From an optimization exercise on the open Yosys and OpenROAD flow, aimed at small area and a short achievable clock period; shortcuts taken in it are not production practice. In this exercise RTL edits were held to simulation tests only and were not proved equivalent to the original. Power and IR drop assume default switching activity.

Setup of the previous run:
==> module mem_resp_a32o, before the edit <==
module mem_resp_a32o (
  input  logic a1, a2, a3, b1, b2,
  output logic x
);
  assign x = (a1 & a2 & a3) | (b1 & b2);
endmodule
==> module mem_resp_array, before the edit <==
module mem_resp_array
#(
  parameter int unsigned DEPTH_LOG2 = 8
) (
  input  logic                                clk,
  input  logic [mem_resp_pkg::LOOP_LEN_LOG2:0] phase,
  input  logic [7:0]                          wr_hi_c,
  input  logic [7:0]                          wr_hi_v,
  input  logic [7:0]                          wr_lo,
  input  logic [mem_resp_pkg::DATA_W-1:0]     wr_data,
  input  logic [7:0]                          rd_hq,
  input  logic [7:0]                          rd_lq,
  input  logic                                rd_live,
  input  logic [DEPTH_LOG2-mem_resp_pkg::LOOP_LEN_LOG2-1:0] rd_addr,
  input  logic                                rd_here,
  output logic [mem_resp_pkg::DATA_W-1:0]     rd_data
);
  localparam int unsigned W      = mem_resp_pkg::DATA_W;
  localparam int unsigned LL2    = mem_resp_pkg::LOOP_LEN_LOG2;
  localparam int unsigned LEN    = mem_resp_pkg::LOOP_LEN;
  localparam int unsigned GL2    = DEPTH_LOG2 - LL2;
  localparam int unsigned GROUPS = 1 << GL2;
  logic [LL2:0] phase_m1;
  assign phase_m1 = phase - (LL2+1)'(1);
  logic [W-1:0] wcol;
  assign wcol = wr_data ^ {W{~phase[LL2]}};
  logic [W-1:0] loop_q [GROUPS][LEN];
  logic [W-1:0] head   [GROUPS];
  logic [GROUPS-1:0] gsel, ins, ins_n;
  logic [7:0]        rd_ha, rd_la;
  always_comb begin
    for (int i = 0; i < 8; i++) begin
      rd_ha[i] = (rd_addr[GL2-1:GL2-3] == 3'(i));
      rd_la[i] = (rd_addr[GL2-4:0] == 3'(i));
    end
  end
  for (genvar g = 0; g < GROUPS; g++) begin : g_loop
    mem_resp_a32o u_gsel (
      .a1(rd_live), .a2(rd_ha[g/8]), .a3(rd_la[g%8]),
      .b1(rd_hq[g/8]), .b2(rd_lq[g%8]),
      .x (gsel[g])
    );
    mem_resp_o21a  u_ins   (.a1(wr_hi_c[g/8]), .a2(wr_hi_v[g/8]), .b1(wr_lo[g%8]), .x(ins[g]));
    mem_resp_o21ai u_ins_n (.a1(wr_hi_c[g/8]), .a2(wr_hi_v[g/8]), .b1(wr_lo[g%8]), .y(ins_n[g]));
    for (genvar b = 0; b < W; b++) begin : g_bit
      mem_resp_head u_head (
        .tail (loop_q[g][LEN-1][b]),
        .ins  (ins[g]),
        .wcol (wcol[b]),
        .ins_n(ins_n[g]),
        .head (head[g][b])
      );
    end
    always_ff @(posedge clk) begin
      loop_q[g][0] <= head[g];
      for (int k = 1; k < LEN; k++) loop_q[g][k] <= loop_q[g][k-1];
    end
  end
  logic [W-1:0][5:0] part;
  logic [W-1:0][5:0] part_q;
  logic       hit_q, pol_q;
  for (genvar b = 0; b < W; b++) begin : g_rd
    for (genvar k = 0; k < 4; k++) begin : g_p12
      logic [3:0] aoi_n;
      for (genvar i = 0; i < 4; i++) begin : g_aoi
        mem_resp_aoi3 u_aoi (
          .d0(loop_q[12*k+3*i][0][b]),   .s0(gsel[12*k+3*i]),
          .d1(loop_q[12*k+3*i+1][0][b]), .s1(gsel[12*k+3*i+1]),
          .d2(loop_q[12*k+3*i+2][0][b]), .s2(gsel[12*k+3*i+2]),
          .y_n(aoi_n[i])
        );
      end
      mem_resp_nand4 u_n (.a(aoi_n[0]), .b(aoi_n[1]), .c(aoi_n[2]), .d(aoi_n[3]), .y(part[b][k]));
    end
    for (genvar k = 0; k < 2; k++) begin : g_p8
      localparam int unsigned G0 = 48 + 8*k;
      logic [2:0] aoi_n;
      for (genvar i = 0; i < 2; i++) begin : g_aoi
        mem_resp_aoi3 u_aoi (
          .d0(loop_q[G0+3*i][0][b]),   .s0(gsel[G0+3*i]),
          .d1(loop_q[G0+3*i+1][0][b]), .s1(gsel[G0+3*i+1]),
          .d2(loop_q[G0+3*i+2][0][b]), .s2(gsel[G0+3*i+2]),
          .y_n(aoi_n[i])
        );
      end
      mem_resp_aoi2 u_aoi2 (
        .d0(loop_q[G0+6][0][b]), .s0(gsel[G0+6]),
        .d1(loop_q[G0+7][0][b]), .s1(gsel[G0+7]),
        .y_n(aoi_n[2])
      );
      mem_resp_nand3 u_n (.a(aoi_n[0]), .b(aoi_n[1]), .c(aoi_n[2]), .y(part[b][4+k]));
    end
  end
  always_ff @(posedge clk) begin
    part_q <= part;
    hit_q  <= rd_here;
    pol_q  <= phase_m1[LL2];
  end
  logic [W-1:0] rd_val, rcap_q;
  for (genvar b = 0; b < W; b++) begin : g_val
    assign rd_val[b] = (|part_q[b]) ^ pol_q;
  end
  always_ff @(posedge clk) begin
    if (hit_q) rcap_q <= rd_val;
  end
  assign rd_data = hit_q ? rd_val : rcap_q;
endmodule
Settings: LEC_CHECK=0, CAP_MARGIN=20, CORE_MARGIN=2, CORE_UTILIZATION=70, CTS_BUF_LIST=sky130_fd_sc_hd__clkbuf_8 sky130_fd_sc_hd__clkbuf_16, CTS_CLUSTER_DIAMETER=66, CTS_CLUSTER_SIZE=33, PLACE_DENSITY=0.74, SETUP_SLACK_MARGIN=2.45, SLEW_MARGIN=20, SYNTH_HIERARCHICAL=1, SYNTH_MEMORY_MAX_BITS=8192, SYNTH_MINIMUM_KEEP_SIZE=0; clock period 5.0 ns.
standard.sh (not shown) runs the stock make flow with config.mk's settings and CLKGATE_MAP_FILE= SYNTH_SCRIPT=/design/flow/synth_recipe.tcl, a recipe that flattens the netlist after the stock synthesis.
==> flow/flow/run.sh <==
#!/bin/bash
# Layout flow: the standard flow (standard.sh, unchanged synthesis and
# steps), with the port buffers inserted as buf_2 cells instead of the
# default delay-cell buffers. The make output goes to standard_flow.log; ORFS
# keeps each step's log under orfs/logs.
set -euo pipefail
cd "$(dirname "$0")/.."
bash standard.sh "BUFFER_PORTS_ARGS=-buffer_cell sky130_fd_sc_hd__buf_2" finish > standard_flow.log 2>&1
> inputs changed (the previous run -> the current run)
--- a/flow/design.v
+++ b/flow/design.v
@@ -51,14 +51,8 @@
   output logic y
 );
   assign y = ~((a1 | a2) & b1);
 endmodule
-module mem_resp_a32o (
-  input  logic a1, a2, a3, b1, b2,
-  output logic x
-);
-  assign x = (a1 & a2 & a3) | (b1 & b2);
-endmodule
 module mem_resp_xor2 (
   input  logic a, b,
   output logic x
 );
@@ -101,18 +95,14 @@
   logic [GROUPS-1:0] gsel, ins, ins_n;
   logic [7:0]        rd_ha, rd_la;
   always_comb begin
     for (int i = 0; i < 8; i++) begin
-      rd_ha[i] = (rd_addr[GL2-1:GL2-3] == 3'(i));
+      rd_ha[i] = rd_live & (rd_addr[GL2-1:GL2-3] == 3'(i));
       rd_la[i] = (rd_addr[GL2-4:0] == 3'(i));
     end
   end
   for (genvar g = 0; g < GROUPS; g++) begin : g_loop
-    mem_resp_a32o u_gsel (
-      .a1(rd_live), .a2(rd_ha[g/8]), .a3(rd_la[g%8]),
-      .b1(rd_hq[g/8]), .b2(rd_lq[g%8]),
-      .x (gsel[g])
-    );
+    assign gsel[g] = (rd_hq[g/8] & rd_lq[g%8]) | (rd_ha[g/8] & rd_la[g%8]);
     mem_resp_o21a  u_ins   (.a1(wr_hi_c[g/8]), .a2(wr_hi_v[g/8]), .b1(wr_lo[g%8]), .x(ins[g]));
     mem_resp_o21ai u_ins_n (.a1(wr_hi_c[g/8]), .a2(wr_hi_v[g/8]), .b1(wr_lo[g%8]), .y(ins_n[g]));
     for (genvar b = 0; b < W; b++) begin : g_bit
       mem_resp_head u_head (
Results
- Comparing the previous run and the current run, total of hold buffers inserted after clock tree synthesis is lower on the current run.
- Max first-pass iteration count of the detailed router across the previous run and the current run: the current run
- From the previous run to the current run the numbers moved as follows: fmax shows an increase of 0.31%, cell area after synthesis barely changed, power stayed essentially flat, die area comparable, simple-gate portion of the synthesized area now sits higher.
- The current run vs. the previous run: net count of the mapped netlist went up by 86, total global-route track usage level, setup slack up 8.2 ps.
- Relative to the previous run, the final cell area reported for the current run is higher.
- The current run went all the way through synthesis, placement and routing and the layout is clean on timing, DRC and antenna.
- Clock network fraction of design power (the current run over the previous run): increase, 0.3 points
- Summary of the current run over the previous run: routability congestion estimate went up by 0.041, met1 track demand over resource went down by 2.9 points.

what the ideal ports hide:
The flow's constraints put no driver on any port. The routed layouts listed below were extracted and timed again, unchanged, in two steps. Step 1 sets driving cells, clkbuf_16 on the clock port and buf_2 on the other inputs (assumed; they add their load-dependent delay and slew). Step 2 also shifts input and output timing later by t, the mid clock arrival at the registers, as if the neighbouring blocks saw the same clock. Slacks: no drivers / after step 1 / after step 2; pairs: no drivers / after step 1.
run	t, ns	setup WS [ns]	hold WS [ns]	worst data-port slew with drivers (ns)	pins driven straight from the clock port
the previous run	0.905	2.338 / 2.314 / 1.410	0.299 / 0.285 / 0.299	0.10	1
the current run	0.903	2.347 / 2.331 / 1.427	0.320 / 0.296 / 0.320	0.15	1
After both steps setup and hold are still met in every run listed. For the previous run, which loses most, drivers alone change the setup slack by -0.024 ns; drivers and shift together by -0.928 ns.
